Context: an optimization exercise on an open-source flow, tuned for small area, a short achievable clock period and few clock cycles per item. The choices shown serve that exercise and are no tape-out recipe. Power is estimated from default activity; no workload was simulated.

Design sp_multicycle, start of the top module:
module sp_multicycle #(
  parameter int MEM_AW = 12
) (
  input  logic                 clk,
  input  logic                 rst,
  input  logic                 in_valid,
  input  logic [31:0]          inst,
  output logic                 out_valid,
  output logic [31:0]          inst_addr,
  output logic [MEM_AW-1:0]    mem_addr,
  output logic                 mem_wen,
  output logic [31:0]          mem_wdata,
  input  logic [31:0]          mem_rdata
);
  localparam logic [5:0] OP_RTYPE = 6'd0;
  localparam logic [5:0] OP_ANDI  = 6'd1;
  localparam logic [5:0] OP_ORI   = 6'd2;
  localparam logic [5:0] OP_ADDI  = 6'd3;
  localparam logic [5:0] OP_SUBI  = 6'd4;
  localparam logic [5:0] OP_LW    = 6'd5;
  localparam logic [5:0] OP_SW    = 6'd6;
  localparam logic [5:0] OP_BEQ   = 6'd7;
  localparam logic [5:0] OP_BNE   = 6'd8;
  localparam logic [5:0] OP_LUI   = 6'd9;
  localparam logic [5:0] OP_J     = 6'd10;
  localparam logic [5:0] OP_JAL   = 6'd11;
  localparam logic [5:0] FN_AND = 6'd0;
  localparam logic [5:0] FN_OR  = 6'd1;
  localparam logic [5:0] FN_ADD = 6'd2;
  localparam logic [5:0] FN_SUB = 6'd3;
  localparam logic [5:0] FN_SLT = 6'd4;
  localparam logic [5:0] FN_SLL = 6'd5;
  localparam logic [5:0] FN_NOR = 6'd6;
  localparam logic [5:0] FN_JR  = 6'd7;
  localparam int S_ADD = 0, S_AND = 1, S_OR = 2, S_NOR = 3, S_SLT = 4,
                 S_SLL = 5, S_PASSB = 6, NSEL = 7;
  logic        exec_q, load_q;
  logic [31:0] pc_q;
  logic [31:0] rf_q [32];
  logic [31:0] rf_vld_q;           
  logic [31:0]     a_q, b_q;       
  logic            cin_q, we_q, lw_q;
  logic [NSEL-1:0] sel_q;
  logic [4:0]      shamt_q;
  logic [4:0]      waddr_q;
  logic [MEM_AW-1:0] maddr_q;
  logic            wen_q, ovalid_q;
  wire idle  = !exec_q && !load_q;
  wire issue = idle && in_valid;
  wire [5:0]  op    = inst[31:26];
  wire [4:0]  rs    = inst[25:21];
  wire [4:0]  rt    = inst[20:16];
  wire [4:0]  rd    = inst[15:11];
  wire [4:0]  shamt = inst[10:6];
  wire [5:0]  fn    = inst[5:0];
  wire [15:0] imm   = inst[15:0];
  ...
==> module sp_multicycle, before the edit <==
module sp_multicycle #(
  parameter int MEM_AW = 12
) (
  input  logic                 clk,
  input  logic                 rst,
  input  logic                 in_valid,
  input  logic [31:0]          inst,
  output logic                 out_valid,
  output logic [31:0]          inst_addr,
  output logic [MEM_AW-1:0]    mem_addr,
  output logic                 mem_wen,
  output logic [31:0]          mem_wdata,
  input  logic [31:0]          mem_rdata
);
  localparam logic [5:0] OP_RTYPE = 6'd0;
  localparam logic [5:0] OP_ANDI  = 6'd1;
  localparam logic [5:0] OP_ORI   = 6'd2;
  localparam logic [5:0] OP_ADDI  = 6'd3;
  localparam logic [5:0] OP_SUBI  = 6'd4;
  localparam logic [5:0] OP_LW    = 6'd5;
  localparam logic [5:0] OP_SW    = 6'd6;
  localparam logic [5:0] OP_BEQ   = 6'd7;
  localparam logic [5:0] OP_BNE   = 6'd8;
  localparam logic [5:0] OP_LUI   = 6'd9;
  localparam logic [5:0] OP_J     = 6'd10;
  localparam logic [5:0] OP_JAL   = 6'd11;
  localparam logic [5:0] FN_AND = 6'd0;
  localparam logic [5:0] FN_OR  = 6'd1;
  localparam logic [5:0] FN_ADD = 6'd2;
  localparam logic [5:0] FN_SUB = 6'd3;
  localparam logic [5:0] FN_SLT = 6'd4;
  localparam logic [5:0] FN_SLL = 6'd5;
  localparam logic [5:0] FN_NOR = 6'd6;
  localparam logic [5:0] FN_JR  = 6'd7;
  localparam int S_ADD = 0, S_AND = 1, S_OR = 2, S_NOR = 3, S_SLT = 4,
                 S_SLL = 5, S_PASSB = 6, NSEL = 7;
  logic        exec_q, load_q;
  logic [31:0] pc_q;
  logic [31:0] rf_q [32];
  logic [31:0] rf_vld_q;           
  logic [31:0]     a_q, b_q;       
  logic            cin_q, we_q, lw_q;
  logic [NSEL-1:0] sel_q;
  logic [4:0]      shamt_q;
  logic [4:0]      waddr_q;
  logic [MEM_AW-1:0] maddr_q;
  logic            wen_q, ovalid_q;
  wire idle  = !exec_q && !load_q;
  wire issue = idle && in_valid;
  wire [5:0]  op    = inst[31:26];
  wire [4:0]  rs    = inst[25:21];
  wire [4:0]  rt    = inst[20:16];
  wire [4:0]  rd    = inst[15:11];
  wire [4:0]  shamt = inst[10:6];
  wire [5:0]  fn    = inst[5:0];
  wire [15:0] imm   = inst[15:0];
  wire [31:0] sel_a = (32'd1 << rs) & rf_vld_q;
  wire [31:0] sel_b = (32'd1 << rt) & rf_vld_q;
  logic [31:0] rd_a, rd_b;
  logic [1023:0] rf_flat;
  always_comb for (int i = 0; i < 32; i++) rf_flat[32*i +: 32] = rf_q[i];
  sp_multicycle_rdport u_rda (.sel(sel_a), .rf(rf_flat), .rd(rd_a));
  sp_multicycle_rdport u_rdb (.sel(sel_b), .rf(rf_flat), .rd(rd_b));
  wire [31:0] sext_imm = {{16{imm[15]}}, imm};
  wire [31:0] zext_imm = {16'h0000, imm};
  wire [31:0] pc_plus4 = pc_q + 32'd4;
  wire [31:0] br_tgt   = pc_plus4 + {sext_imm[29:0], 2'b00};
  wire [31:0] jmp_tgt  = {pc_q[31:28], inst[25:0], 2'b00};
  wire        eq       = (rd_a == rd_b);
  wire is_r = (op == OP_RTYPE);
  logic [31:0]     npc;
  logic [31:0]     opb;
  logic            cin, we;
  logic [NSEL-1:0] sel;
  logic [4:0]      waddr;
  always_comb begin
    npc   = pc_plus4;
    opb   = sext_imm;
    cin   = 1'b0;
    we    = 1'b0;
    sel   = '0;
    waddr = rt;
    case (op)
      OP_RTYPE: begin
        waddr = rd;
        we    = 1'b1;
        opb   = rd_b;
        case (fn)
          FN_AND: sel[S_AND] = 1'b1;
          FN_OR:  sel[S_OR]  = 1'b1;
          FN_ADD: sel[S_ADD] = 1'b1;
          FN_SUB: begin sel[S_ADD] = 1'b1; opb = ~rd_b; cin = 1'b1; end
          FN_SLT: begin sel[S_SLT] = 1'b1; opb = ~rd_b; cin = 1'b1; end
          FN_SLL: sel[S_SLL] = 1'b1;
          FN_NOR: sel[S_NOR] = 1'b1;
          FN_JR: begin
            we  = 1'b0;
            npc = rd_a;
          end
          default: we = 1'b0;
        endcase
      end
      OP_ANDI: begin we = 1'b1; sel[S_AND] = 1'b1; opb = zext_imm; end
      OP_ORI:  begin we = 1'b1; sel[S_OR]  = 1'b1; opb = zext_imm; end
      OP_ADDI: begin we = 1'b1; sel[S_ADD] = 1'b1; end
      OP_SUBI: begin we = 1'b1; sel[S_ADD] = 1'b1; opb = ~sext_imm; cin = 1'b1; end
      OP_LUI:  begin we = 1'b1; sel[S_PASSB] = 1'b1; opb = {imm, 16'h0000}; end
      OP_SW:   opb = rd_b;
      OP_BEQ:  if (eq)  npc = br_tgt;
      OP_BNE:  if (!eq) npc = br_tgt;
      OP_J:    npc = jmp_tgt;
      OP_JAL: begin
        we    = 1'b1;
        waddr = 5'd31;
        sel[S_PASSB] = 1'b1;
        opb   = pc_plus4;
        npc   = jmp_tgt;
      end
      default: ;
    endcase
  end
  wire [31:0] sum = a_q + b_q + {31'd0, cin_q};
  wire        slt = (a_q[31] ^ ~b_q[31]) ? a_q[31] : sum[31];
  wire [31:0] alu =
      ({32{sel_q[S_ADD]}}   & sum)
    | ({32{sel_q[S_AND]}}   & (a_q & b_q))
    | ({32{sel_q[S_OR]}}    & (a_q | b_q))
    | ({32{sel_q[S_NOR]}}   & ~(a_q | b_q))
    | ({32{sel_q[S_SLT]}}   & {31'd0, slt})
    | ({32{sel_q[S_SLL]}}   & (a_q << shamt_q))
    | ({32{sel_q[S_PASSB]}} & b_q);
  wire        rf_we    = (exec_q && we_q) || load_q;
  wire [31:0] rf_wdata = load_q ? mem_rdata : alu;
  always_ff @(posedge clk or posedge rst) begin
    if (rst) begin
      exec_q   <= 1'b0;
      load_q   <= 1'b0;
      ovalid_q <= 1'b0;
      wen_q    <= 1'b0;
      pc_q     <= 32'd0;
      rf_vld_q <= 32'd0;
    end else begin
      exec_q   <= issue;
      load_q   <= exec_q && lw_q;
      ovalid_q <= (issue && op != OP_LW) || (exec_q && lw_q);
      wen_q    <= issue && op == OP_SW;
      if (issue) pc_q <= npc;
      if (rf_we) rf_vld_q[waddr_q] <= 1'b1;
    end
  end
  always_ff @(posedge clk) begin
    a_q     <= rd_a;
    b_q     <= opb;
    cin_q   <= cin;
    we_q    <= we;
    lw_q    <= (op == OP_LW);
    sel_q   <= sel;
    shamt_q <= shamt;
    maddr_q <= rd_a[MEM_AW-1:0] + imm[MEM_AW-1:0];
    if (idle) waddr_q <= waddr;
    if (rf_we) rf_q[waddr_q] <= rf_wdata;
  end
  assign out_valid = ovalid_q;
  assign inst_addr = pc_q;
  assign mem_wen   = wen_q;
  assign mem_addr  = maddr_q;
  assign mem_wdata = b_q;
endmodule
Settings: LEC_CHECK=0, CAP_MARGIN=20, CORE_MARGIN=2, CORE_UTILIZATION=25, PLACE_DENSITY=0.4, SETUP_SLACK_MARGIN=5, SLEW_MARGIN=20, SYNTH_HIERARCHICAL=1; clock period 10.0 ns.
run.sh (not shown) runs the stock make flow with config.mk's settings and CLKGATE_MAP_FILE= SYNTH_SCRIPT=/design/flow/synth_recipe.tcl, a recipe that flattens the netlist after the stock synthesis.
Next try:
--- a/flow/design.v
+++ b/flow/design.v
@@ -41,11 +41,13 @@
   logic [31:0]     a_q, b_q;       
   logic            cin_q, we_q, lw_q;
   logic [NSEL-1:0] sel_q;
   logic [4:0]      shamt_q;
   logic [4:0]      waddr_q;
-  logic [MEM_AW-1:0] maddr_q;
+  logic [MEM_AW-1:0] imm_q;       
+  logic [31:0]     br_q;           
+  logic            tk_q;           
   logic            wen_q, ovalid_q;
   wire idle  = !exec_q && !load_q;
   wire issue = idle && in_valid;
   wire [5:0]  op    = inst[31:26];
   wire [4:0]  rs    = inst[25:21];
@@ -67,16 +69,18 @@
   wire [31:0] br_tgt   = pc_plus4 + {sext_imm[29:0], 2'b00};
   wire [31:0] jmp_tgt  = {pc_q[31:28], inst[25:0], 2'b00};
   wire        eq       = (rd_a == rd_b);
   wire is_r = (op == OP_RTYPE);
   logic [31:0]     npc;
+  logic            tk;
   logic [31:0]     opb;
   logic            cin, we;
   logic [NSEL-1:0] sel;
   logic [4:0]      waddr;
   always_comb begin
     npc   = pc_plus4;
+    tk    = 1'b0;
     opb   = sext_imm;
     cin   = 1'b0;
     we    = 1'b0;
     sel   = '0;
     waddr = rt;
@@ -104,12 +108,12 @@
       OP_ORI:  begin we = 1'b1; sel[S_OR]  = 1'b1; opb = zext_imm; end
       OP_ADDI: begin we = 1'b1; sel[S_ADD] = 1'b1; end
       OP_SUBI: begin we = 1'b1; sel[S_ADD] = 1'b1; opb = ~sext_imm; cin = 1'b1; end
       OP_LUI:  begin we = 1'b1; sel[S_PASSB] = 1'b1; opb = {imm, 16'h0000}; end
       OP_SW:   opb = rd_b;
-      OP_BEQ:  if (eq)  npc = br_tgt;
-      OP_BNE:  if (!eq) npc = br_tgt;
+      OP_BEQ:  tk = eq;
+      OP_BNE:  tk = !eq;
       OP_J:    npc = jmp_tgt;
       OP_JAL: begin
         we    = 1'b1;
         waddr = 5'd31;
         sel[S_PASSB] = 1'b1;
@@ -117,11 +121,12 @@
         npc   = jmp_tgt;
       end
       default: ;
     endcase
   end
-  wire [31:0] sum = a_q + b_q + {31'd0, cin_q};
+  wire [32:0] sum_c = {a_q, 1'b1} + {b_q, cin_q};
+  wire [31:0] sum   = sum_c[32:1];
   wire        slt = (a_q[31] ^ ~b_q[31]) ? a_q[31] : sum[31];
   wire [31:0] alu =
       ({32{sel_q[S_ADD]}}   & sum)
     | ({32{sel_q[S_AND]}}   & (a_q & b_q))
     | ({32{sel_q[S_OR]}}    & (a_q | b_q))
@@ -136,17 +141,20 @@
       exec_q   <= 1'b0;
       load_q   <= 1'b0;
       ovalid_q <= 1'b0;
       wen_q    <= 1'b0;
       pc_q     <= 32'd0;
+      tk_q     <= 1'b0;
       rf_vld_q <= 32'd0;
     end else begin
       exec_q   <= issue;
       load_q   <= exec_q && lw_q;
       ovalid_q <= (issue && op != OP_LW) || (exec_q && lw_q);
       wen_q    <= issue && op == OP_SW;
       if (issue) pc_q <= npc;
+      else if (tk_q) pc_q <= br_q;
+      tk_q     <= issue && tk;
       if (rf_we) rf_vld_q[waddr_q] <= 1'b1;
     end
   end
   always_ff @(posedge clk) begin
     a_q     <= rd_a;
@@ -154,18 +162,19 @@
     cin_q   <= cin;
     we_q    <= we;
     lw_q    <= (op == OP_LW);
     sel_q   <= sel;
     shamt_q <= shamt;
-    maddr_q <= rd_a[MEM_AW-1:0] + imm[MEM_AW-1:0];
+    imm_q   <= imm[MEM_AW-1:0];
+    br_q    <= br_tgt;
     if (idle) waddr_q <= waddr;
     if (rf_we) rf_q[waddr_q] <= rf_wdata;
   end
   assign out_valid = ovalid_q;
-  assign inst_addr = pc_q;
+  assign inst_addr = tk_q ? br_q : pc_q;
   assign mem_wen   = wen_q;
-  assign mem_addr  = maddr_q;
+  assign mem_addr  = a_q[MEM_AW-1:0] + imm_q;
   assign mem_wdata = b_q;
 endmodule
 module sp_multicycle_rdport (
   input  logic [31:0] sel,
   input  logic [1023:0] rf,
Effect: The changed run completed with no timing, DRC or antenna violations; worst hold slack is worse by 0.047 ns; power falls by 0.79%; setup slack improved by 0.35 ns; synthesized area goes up by 1.1%; wire length drops by 3.2%; cell area came out lower by 3.6%; via count drops by 2.3%; fmax grows by 6.5%; first-iteration DRC count fell by 7.5%; cell count goes down by 1.5%; core utilization fell by 1.5 points; non-clock buffer count fell by 167; clock skew goes up by 0.018 ns; sequential power came out higher by about 2%.
No run of this note included a check of the RTL's function; only the layout flow was run.

[port drivers added, routing unchanged]
Ports are ideal in the flow. The routed layouts listed here were re-timed in OpenROAD. Step 1 (the two cells are an assumption about what drives the block):
set clk [get_ports {clk}]
set_driving_cell -lib_cell sky130_fd_sc_hd__clkbuf_16 $clk
set_driving_cell -lib_cell sky130_fd_sc_hd__buf_2 [delete_from_list [all_inputs] $clk]
Step 2, shift: input delay + t, output delay - t, t = (earliest + latest rising clock arrival at the registers) / 2. This alone moves slack from input paths to output paths. a / b / c = ideal ports / drivers / drivers and shift; a / b = the first two.
run | shift t [ns] | setup WS [ns] | worst setup path at the end | latest minus earliest clock arrival (ns) | worst slew at a driven data input, ns
the first run | 0.877 | 4.361 / 4.353 / 3.476 | input to register | 0.039 / 0.040 | 0.18
the second run | 0.891 | 4.706 / 4.734 / 3.882 | input to register | 0.058 / 0.058 | 0.11
After both steps setup and hold are still met in every run listed. For the first run, which loses most, drivers alone change the setup slack by -0.008 ns; drivers and shift together by -0.885 ns.
